Context: an optimization exercise on an open-source flow, tuned for small area, a short achievable clock period and few clock cycles per item. The choices shown serve that exercise and are no tape-out recipe. No activity file was given, so power comes from the tool's default toggle rates.

==> module tls_totals, before the edit <==
module tls_totals #(
   parameter int COUNT_BITS = tls_pkg::COUNT_BITS_DEFAULT
) (
   input  wire logic                    clock,
   input  wire logic                    reset,
   input  wire logic                    start,       
   output logic                         done,        
   input  wire logic [COUNT_BITS-1:0]   file_bytes,
   input  wire logic [COUNT_BITS-1:0]   file_lines,
   input  wire logic [COUNT_BITS-1:0]   file_empty,
   output logic [7*COUNT_BITS-1:0]      words
);
   localparam int H = COUNT_BITS / 2;
   localparam int N = 14;
   localparam logic [H-1:0] ALL_ONES = '1;
   logic [H-1:0]          c_ff [0:N-1];
   logic [6:0]            w_ff;        
   logic                  stale_ff;
   logic                  hi_ff, add_ff, max_ff;
   logic [H-1:0]          sum_ff;      
   logic                  cy_ff;       
   logic                  c16_ff;      
   logic                  pick_b_ff, pick_ones_ff, fix_ff;
   logic                  add_lo_ff, min_lo_ff, max_lo_ff;    
   logic [H-1:0]          b_ff;        
   logic [H-1:0]          bh_ff;       
   logic                  run, lo_step, next_word;
   logic                  nw_add, nw_max;
   logic [COUNT_BITS-1:0] nw16;
   logic [H-1:0]          b_raw, b_lo, r, fix;
   logic                  use_sum;
   logic [H-1:0]          r_other;
   assign run       = |w_ff;
   assign lo_step   = run && !hi_ff;
   assign next_word = start || hi_ff;             
   assign done      = w_ff[6] && hi_ff;
   assign nw_add = start || w_ff[0] || w_ff[1];
   assign nw_max = w_ff[3] || w_ff[5];
   logic ld_b_ff, ld_l_ff, ld_e_ff, ld_inv_ff;
   always_ff @(posedge clock) begin
      if (reset || (hi_ff && (w_ff[5] || w_ff[6]))) begin
         {ld_b_ff, ld_l_ff, ld_e_ff, ld_inv_ff} <= 4'b1000;         
      end else if (start) begin
         {ld_b_ff, ld_l_ff, ld_e_ff, ld_inv_ff} <= 4'b0100;         
      end else if (hi_ff) begin
         ld_b_ff   <= w_ff[1] || w_ff[2];                            
         ld_l_ff   <= w_ff[3] || w_ff[4];                            
         ld_e_ff   <= w_ff[0];                                       
         ld_inv_ff <= !w_ff[0];                                      
      end
   end
   always_comb begin
      nw16 = ({COUNT_BITS{ld_b_ff}} & file_bytes) |
             ({COUNT_BITS{ld_l_ff}} & file_lines) |
             ({COUNT_BITS{ld_e_ff}} & file_empty);
      nw16 = nw16 ^ {COUNT_BITS{ld_inv_ff}};
   end
   function automatic logic [2*H-1:0] prefix(input logic [H-1:0] x, input logic [H-1:0] y);
      logic [H-1:0] g, p, gn, pn;
      g = x & y;
      p = x | y;
      for (int d = 1; d < H; d = d * 2) begin
         gn = g;
         pn = p;
         for (int i = d; i < H; i++) begin
            gn[i] = g[i] | (p[i] & g[i-d]);
            pn[i] = p[i] & p[i-d];
         end
         g = gn;
         p = pn;
      end
      prefix = {g, p};    
   endfunction
   logic [H-1:0] a_nx, ah_nx, b_nx, sum_nx;
   logic         cin_nx, cy_nx, c16_nx;
   logic [H-1:0] gl, pl, gh, ph, xl;
   assign a_nx   = start ? c_ff[0] : c_ff[1];
   assign ah_nx  = start ? c_ff[1] : c_ff[2];
   assign b_nx   = next_word ? nw16[H-1:0] : bh_ff;
   assign cin_nx = next_word ? !nw_add : cy_ff;
   assign {gl, pl} = prefix(a_nx, b_nx);
   assign {gh, ph} = prefix(ah_nx, nw16[COUNT_BITS-1:H]);
   assign xl       = (a_nx | b_nx) & ~(a_nx & b_nx);
   always_comb begin
      sum_nx[0] = xl[0] ^ cin_nx;
      for (int i = 1; i < H; i++) begin
         sum_nx[i] = xl[i] ^ (gl[i-1] | (pl[i-1] & cin_nx));
      end
   end
   assign cy_nx  = gl[H-1] | (pl[H-1] & cin_nx);
   assign c16_nx = (gh[H-1] | (ph[H-1] & gl[H-1])) | (ph[H-1] & pl[H-1] & cin_nx);
   always_ff @(posedge clock) begin
      sum_ff <= sum_nx;
      cy_ff  <= cy_nx;
      c16_ff <= c16_nx;
   end
   always_ff @(posedge clock) begin
      if (reset) begin
         w_ff     <= '0;
         hi_ff    <= 1'b0;
         stale_ff <= 1'b1;
      end else begin
         hi_ff <= lo_step;
         if (start) begin
            w_ff <= 7'd1;
         end else if (hi_ff) begin
            w_ff <= {w_ff[5:0], 1'b0};
         end
         if (done) begin
            stale_ff <= 1'b0;
         end
      end
   end
   always_ff @(posedge clock) begin
      if (next_word) begin
         add_ff <= nw_add;
         max_ff <= nw_max;
         b_ff   <= nw16[H-1:0];
         bh_ff  <= nw16[COUNT_BITS-1:H];
      end else begin
         b_ff   <= bh_ff;
      end
      add_lo_ff    <= next_word && nw_add;
      min_lo_ff    <= next_word && !nw_add && !nw_max;
      max_lo_ff    <= next_word && nw_max;
      pick_b_ff    <= stale_ff || (min_lo_ff && c16_ff) || (max_lo_ff && !c16_ff);
      pick_ones_ff <= add_lo_ff && c16_ff;
      fix_ff       <= !stale_ff && (((add_lo_ff || min_lo_ff) && c16_ff) || (max_lo_ff && !c16_ff));
   end
   assign b_raw = add_ff ? b_ff : ~b_ff;
   assign use_sum = add_ff && !pick_b_ff && !pick_ones_ff;
   always_comb begin
      if (pick_b_ff)         r_other = b_raw;
      else if (pick_ones_ff) r_other = ALL_ONES;
      else                   r_other = c_ff[0];
   end
   assign r = use_sum ? sum_ff : r_other;
   always_comb begin
      if (w_ff[0] || w_ff[3] || w_ff[4])      b_lo = file_bytes[H-1:0];
      else if (w_ff[1] || w_ff[5] || w_ff[6]) b_lo = file_lines[H-1:0];
      else                                    b_lo = file_empty[H-1:0];
   end
   assign fix = fix_ff ? (add_ff ? ALL_ONES : b_lo) : c_ff[N-1];
   always_ff @(posedge clock) begin
      if (run) begin
         for (int i = 0; i < N - 2; i++) begin
            c_ff[i] <= c_ff[i+1];
         end
         c_ff[N-2] <= fix;
         c_ff[N-1] <= r;
      end
   end
   always_comb begin
      for (int i = 0; i < N; i++) begin
         words[i*H +: H] = c_ff[i];
      end
   end
endmodule
Settings: LEC_CHECK=0, CAP_MARGIN=20, CORE_MARGIN=2, CORE_UTILIZATION=55, SETUP_SLACK_MARGIN=1.6, SLEW_MARGIN=20; clock period 3.5 ns.
standard.sh (not shown) runs the stock make flow with config.mk's settings and CLKGATE_MAP_FILE= SYNTH_SCRIPT=/design/flow/synth_recipe.tcl, a recipe that flattens the netlist after the stock synthesis.
==> flow/flow/run.sh <==
#!/bin/bash
# Standard layout, with plain buf_1 cells as the port buffers and a clock tree of larger
# sink clusters without dummy loads.
set -euo pipefail
export BUFFER_PORTS_ARGS="-buffer_cell sky130_fd_sc_hd__buf_1"
export CTS_ARGS="-sink_clustering_enable -repair_clock_nets -dont_use_dummy_load -sink_clustering_size 24 -sink_clustering_max_diameter 80"
bash standard.sh > standard_flow.log 2>&1
Change:
--- a/flow/design.v
+++ b/flow/design.v
@@ -199,5 +199,5 @@
    logic                  add_lo_ff, min_lo_ff, max_lo_ff;    
    logic [H-1:0]          b_ff;        
-   logic [H-1:0]          bh_ff;       
+   logic [H-1:0]          bnl_ff, bnh_ff;
    logic                  run, lo_step, next_word;
    logic                  nw_add, nw_max;
@@ -247,13 +247,14 @@
       prefix = {g, p};    
    endfunction
-   logic [H-1:0] a_nx, ah_nx, b_nx, sum_nx;
+   logic [H-1:0] a_nx, ah_nx, b_nx, bh_nx, sum_nx;
    logic         cin_nx, cy_nx, c16_nx;
    logic [H-1:0] gl, pl, gh, ph, xl;
    assign a_nx   = start ? c_ff[0] : c_ff[1];
    assign ah_nx  = start ? c_ff[1] : c_ff[2];
-   assign b_nx   = next_word ? nw16[H-1:0] : bh_ff;
+   assign b_nx   = start ? file_bytes[H-1:0] : (hi_ff ? bnl_ff : bnh_ff);
+   assign bh_nx  = start ? file_bytes[COUNT_BITS-1:H] : bnh_ff;
    assign cin_nx = next_word ? !nw_add : cy_ff;
    assign {gl, pl} = prefix(a_nx, b_nx);
-   assign {gh, ph} = prefix(ah_nx, nw16[COUNT_BITS-1:H]);
+   assign {gh, ph} = prefix(ah_nx, bh_nx);
    assign xl       = (a_nx | b_nx) & ~(a_nx & b_nx);
    always_comb begin
@@ -291,8 +292,11 @@
          add_ff <= nw_add;
          max_ff <= nw_max;
-         b_ff   <= nw16[H-1:0];
-         bh_ff  <= nw16[COUNT_BITS-1:H];
-      end else begin
-         b_ff   <= bh_ff;
+      end
+      b_ff <= b_nx;
+      if (start || lo_step) begin
+         bnh_ff <= nw16[COUNT_BITS-1:H];
+      end
+      if (lo_step) begin
+         bnl_ff <= nw16[H-1:0];
       end
       add_lo_ff    <= next_word && nw_add;
Outcome:
- wire length rose by about 6%
- final area rose by 3.0%
- power rose by about 4.5%
- worst setup slack gets better by 470 ps
- die area rose by about 2.1%
- core utilization rose by 1.1 points
- global-route usage rose by 0.29 points
- via count rose by about 1.8%
Function was not checked in any run of this note: the RTL went through the layout flow alone.

---

text_line_statistics_top, a different RTL version from the one above (not shown whole).
Size in the first run: roughly 950 cells after synthesis, ~240 flip-flops, ~210 I/O pins, roughly 10,000 um^2 of cells after synthesis.
==> module tls_file_stats, before the edit <==
module tls_file_stats #(
   parameter int COUNT_BITS = tls_pkg::COUNT_BITS_DEFAULT
) (
   input  wire logic                  clock,
   input  wire logic                  clear,
   input  wire logic                  data,      
   input  wire logic                  nl,        
   output logic [COUNT_BITS-1:0]      file_bytes,
   output logic [COUNT_BITS-1:0]      file_lines,
   output logic [COUNT_BITS-1:0]      file_empty,
   output logic [COUNT_BITS-1:0]      width_min,
   output logic [COUNT_BITS-1:0]      width_max
);
   localparam logic [COUNT_BITS-1:0] ALL_ONES = '1;
   function automatic logic [COUNT_BITS-1:0] inc(input logic [COUNT_BITS-1:0] v);
      logic [COUNT_BITS-1:0] low;    
      for (int i = 0; i < COUNT_BITS; i++) begin
         low    = ({{COUNT_BITS{1'b0}}, 1'b1} << i) - 1'b1;
         inc[i] = v[i] ^ (&(v | ~low));
      end
   endfunction
   function automatic logic [COUNT_BITS-1:0] sat_inc(input logic [COUNT_BITS-1:0] v);
      sat_inc = (v == ALL_ONES) ? v : inc(v);
   endfunction
   logic [COUNT_BITS-1:0] bytes_ff, lines_ff, empty_ff, len_ff, wmin_ff, wmax_ff;
   logic                  fresh_ff;    
   logic                  le_min_ff;   
   logic                  gt_max_ff;   
   always_ff @(posedge clock) begin
      if (clear) begin
         bytes_ff  <= '0;
         lines_ff  <= '0;
         empty_ff  <= '0;
         len_ff    <= '0;
         wmin_ff   <= ALL_ONES;
         wmax_ff   <= '0;
         fresh_ff  <= 1'b1;
         le_min_ff <= 1'b1;
         gt_max_ff <= 1'b0;
      end else if (data) begin
         bytes_ff <= sat_inc(bytes_ff);
         if (fresh_ff) begin
            lines_ff <= sat_inc(lines_ff);
         end
         if (nl) begin
            if (fresh_ff) begin
               empty_ff <= sat_inc(empty_ff);
            end
            if (le_min_ff) begin
               wmin_ff <= len_ff;
            end
            if (gt_max_ff) begin
               wmax_ff <= len_ff;
            end
            len_ff    <= '0;
            fresh_ff  <= 1'b1;
            le_min_ff <= 1'b1;
            gt_max_ff <= 1'b0;
         end else begin
            fresh_ff <= 1'b0;
            if (len_ff != ALL_ONES) begin
               len_ff    <= inc(len_ff);
               le_min_ff <= le_min_ff && (len_ff != wmin_ff);
               gt_max_ff <= gt_max_ff || (len_ff == wmax_ff);
            end
         end
      end
   end
   assign file_bytes = bytes_ff;
   assign file_lines = lines_ff;
   assign file_empty = empty_ff;
   assign width_min  = wmin_ff;
   assign width_max  = wmax_ff;
endmodule
==> module tls_totals, before the edit <==
module tls_totals #(
   parameter int COUNT_BITS = tls_pkg::COUNT_BITS_DEFAULT
) (
   input  wire logic                    clock,
   input  wire logic                    reset,
   input  wire logic                    start,       
   output logic                         done,        
   input  wire logic [COUNT_BITS-1:0]   file_bytes,
   input  wire logic [COUNT_BITS-1:0]   file_lines,
   input  wire logic [COUNT_BITS-1:0]   file_empty,
   output logic [7*COUNT_BITS-1:0]      words
);
   localparam int H = COUNT_BITS / 2;
   localparam int N = 14;
   localparam logic [H-1:0] ALL_ONES = '1;
   logic [H-1:0]          c_ff [0:N-1];
   logic                  run_ff, stale_ff, cy_ff;
   logic [3:0]            st_ff;                   
   logic                  hi_ff, add_ff, min_ff, sel_b_ff, sel_l_ff;
   logic [H-1:0]          b_ff;                    
   logic [3:0]            nst;
   logic [2:0]            nk;
   logic                  n_run, n_add, n_min, n_sel_b, n_sel_l;
   logic [COUNT_BITS-1:0] nb16;
   logic [H-1:0]          nb;
   logic [H-1:0]          a, b_raw, b_lo, r, fix;
   logic [H:0]            s;
   logic                  cin, take_b, do_fix;
   assign done  = run_ff && (st_ff == 4'd13);
   assign n_run = start || (run_ff && !done);
   assign nst   = start ? 4'd0 : st_ff + 4'd1;
   assign nk    = nst[3:1];
   assign n_add   = (nk <= 3'd2);
   assign n_min   = (nk == 3'd3) || (nk == 3'd5);
   assign n_sel_b = (nk == 3'd0) || (nk == 3'd3) || (nk == 3'd4);
   assign n_sel_l = (nk == 3'd1) || (nk == 3'd5) || (nk == 3'd6);
   always_comb begin
      if (n_sel_b)      nb16 = file_bytes;
      else if (n_sel_l) nb16 = file_lines;
      else              nb16 = file_empty;
   end
   assign nb = (nst[0] ? nb16[COUNT_BITS-1:H] : nb16[H-1:0]) ^ {H{!n_add}};
   always_ff @(posedge clock) begin
      if (reset) begin
         run_ff   <= 1'b0;
         stale_ff <= 1'b1;
      end else begin
         run_ff <= n_run;
         if (done) begin
            stale_ff <= 1'b0;
         end
      end
   end
   always_ff @(posedge clock) begin
      st_ff    <= nst;
      hi_ff    <= nst[0];
      add_ff   <= n_add;
      min_ff   <= n_min;
      sel_b_ff <= n_sel_b;
      sel_l_ff <= n_sel_l;
      b_ff     <= nb;
      cy_ff    <= s[H];
   end
   assign a      = stale_ff ? {H{min_ff}} : c_ff[0];
   assign cin    = hi_ff ? cy_ff : !add_ff;
   logic [H-1:0] g0, p0, x0;
   logic [H:0]   cc;
   always_comb begin
      logic [H-1:0] g, p, gn, pn;
      g0 = a & b_ff;
      p0 = a | b_ff;
      x0 = p0 & ~g0;
      g  = g0;
      p  = p0;
      for (int d = 1; d < H; d = d * 2) begin
         gn = g;
         pn = p;
         for (int i = d; i < H; i++) begin
            gn[i] = g[i] | (p[i] & g[i-d]);
            pn[i] = p[i] & p[i-d];
         end
         g = gn;
         p = pn;
      end
      cc[0] = cin;
      for (int i = 0; i < H; i++) begin
         cc[i+1] = g[i] | (p[i] & cin);
      end
      s = {cc[H], x0 ^ cc[H-1:0]};
   end
   assign take_b = min_ff ? s[H] : !s[H];
   assign b_raw  = add_ff ? b_ff : ~b_ff;
   always_comb begin
      if (add_ff) begin
         r = (hi_ff && s[H]) ? ALL_ONES : s[H-1:0];
      end else begin
         r = (hi_ff && take_b) ? b_raw : a;
      end
   end
   always_comb begin
      if (sel_b_ff)      b_lo = file_bytes[H-1:0];
      else if (sel_l_ff) b_lo = file_lines[H-1:0];
      else               b_lo = file_empty[H-1:0];
   end
   assign do_fix = hi_ff && (add_ff ? s[H] : take_b);
   assign fix    = do_fix ? (add_ff ? ALL_ONES : b_lo) : c_ff[N-1];
   always_ff @(posedge clock) begin
      if (run_ff) begin
         for (int i = 0; i < N - 2; i++) begin
            c_ff[i] <= c_ff[i+1];
         end
         c_ff[N-2] <= fix;
         c_ff[N-1] <= r;
      end
   end
   always_comb begin
      for (int i = 0; i < N; i++) begin
         words[i*H +: H] = c_ff[i];
      end
   end
endmodule
clock: 3.5 ns
lec_check: 0
abc_clock_period_in_ps: 1700
cap_margin: 20
core_margin: 2
core_utilization: 40
slew_margin: 20
==> flow/flow/run.sh <==
#!/bin/bash
# Standard layout, with plain buf_1 cells as the port buffers.
set -euo pipefail
export BUFFER_PORTS_ARGS="-buffer_cell sky130_fd_sc_hd__buf_1"
bash standard.sh > standard_flow.log 2>&1
Edit:
--- a/flow/design.v
+++ b/flow/design.v
@@ -59,15 +59,8 @@
    output logic [COUNT_BITS-1:0]      width_max
 );
    localparam logic [COUNT_BITS-1:0] ALL_ONES = '1;
-   function automatic logic [COUNT_BITS-1:0] inc(input logic [COUNT_BITS-1:0] v);
-      logic [COUNT_BITS-1:0] low;    
-      for (int i = 0; i < COUNT_BITS; i++) begin
-         low    = ({{COUNT_BITS{1'b0}}, 1'b1} << i) - 1'b1;
-         inc[i] = v[i] ^ (&(v | ~low));
-      end
-   endfunction
    function automatic logic [COUNT_BITS-1:0] sat_inc(input logic [COUNT_BITS-1:0] v);
-      sat_inc = (v == ALL_ONES) ? v : inc(v);
+      sat_inc = (v == ALL_ONES) ? v : v + 1'b1;
    endfunction
    logic [COUNT_BITS-1:0] bytes_ff, lines_ff, empty_ff, len_ff, wmin_ff, wmax_ff;
    logic                  fresh_ff;    
@@ -106,7 +99,7 @@
          end else begin
             fresh_ff <= 1'b0;
             if (len_ff != ALL_ONES) begin
-               len_ff    <= inc(len_ff);
+               len_ff    <= len_ff + 1'b1;
                le_min_ff <= le_min_ff && (len_ff != wmin_ff);
                gt_max_ff <= gt_max_ff || (len_ff == wmax_ff);
             end
@@ -186,31 +179,7 @@
    end
    assign a      = stale_ff ? {H{min_ff}} : c_ff[0];
    assign cin    = hi_ff ? cy_ff : !add_ff;
-   logic [H-1:0] g0, p0, x0;
-   logic [H:0]   cc;
-   always_comb begin
-      logic [H-1:0] g, p, gn, pn;
-      g0 = a & b_ff;
-      p0 = a | b_ff;
-      x0 = p0 & ~g0;
-      g  = g0;
-      p  = p0;
-      for (int d = 1; d < H; d = d * 2) begin
-         gn = g;
-         pn = p;
-         for (int i = d; i < H; i++) begin
-            gn[i] = g[i] | (p[i] & g[i-d]);
-            pn[i] = p[i] & p[i-d];
-         end
-         g = gn;
-         p = pn;
-      end
-      cc[0] = cin;
-      for (int i = 0; i < H; i++) begin
-         cc[i+1] = g[i] | (p[i] & cin);
-      end
-      s = {cc[H], x0 ^ cc[H-1:0]};
-   end
+   assign s      = {1'b0, a} + {1'b0, b_ff} + {{H{1'b0}}, cin};
    assign take_b = min_ff ? s[H] : !s[H];
    assign b_raw  = add_ff ? b_ff : ~b_ff;
    always_comb begin
Effect: Flip-flop and latch count stays the same. Final area goes down by a few percent. Cell count goes up slightly. Clock-buffer cell count came out higher by 10. Setup slack improves by 0.043 ns. Synthesized cell count came out higher by a few percent. Combinational power rises by a few percent. Total power went down slightly. Global-route usage is lower by 1.3 points. Maximum frequency rose slightly. Non-clock buffer count drops by 4. Clock skew came out higher by 0.0039 ns.
No functional check of the RTL was part of any run of this note.

==> static timing again, ports no longer ideal <==
Ports are ideal in the flow. The routed layouts listed here were re-timed in OpenROAD. Step 1 sets driving cells, clkbuf_16 on the clock port and buf_2 on the other inputs (assumed; they add their load-dependent delay and slew). Step 2 times the ports against the registers' clock, not the clock port: input delays grow and output delays shrink by t, the midpoint of the rising clock arrivals with the driver on. Slacks: ideal / step 1 / step 2; pairs: ideal / step 1.
run | t, ns | setup slack, ns | hold slack, ns | worst setup path after step 2 | pins driven straight from the clock port
the first run of note 1 | 0.520 | 1.007 / 1.007 / 1.007 | 0.449 / 0.449 / 0.449 | register to register | 1
the second run of note 1 | 0.528 | 1.473 / 1.473 / 1.424 | 0.448 / 0.440 / 0.448 | input to register | 1
the first run of note 2 | 0.568 | 0.270 / 0.270 / 0.270 | 0.413 / 0.385 / 0.443 | register to register | 1
the second run of note 2 | 0.582 | 0.313 / 0.313 / 0.313 | 0.399 / 0.371 / 0.444 | register to register | 1
After both steps every run listed still meets setup and hold. The setup slack of the second run of note 1, which loses most, moves by 0.000 ns with the drivers and by -0.049 ns with both steps.
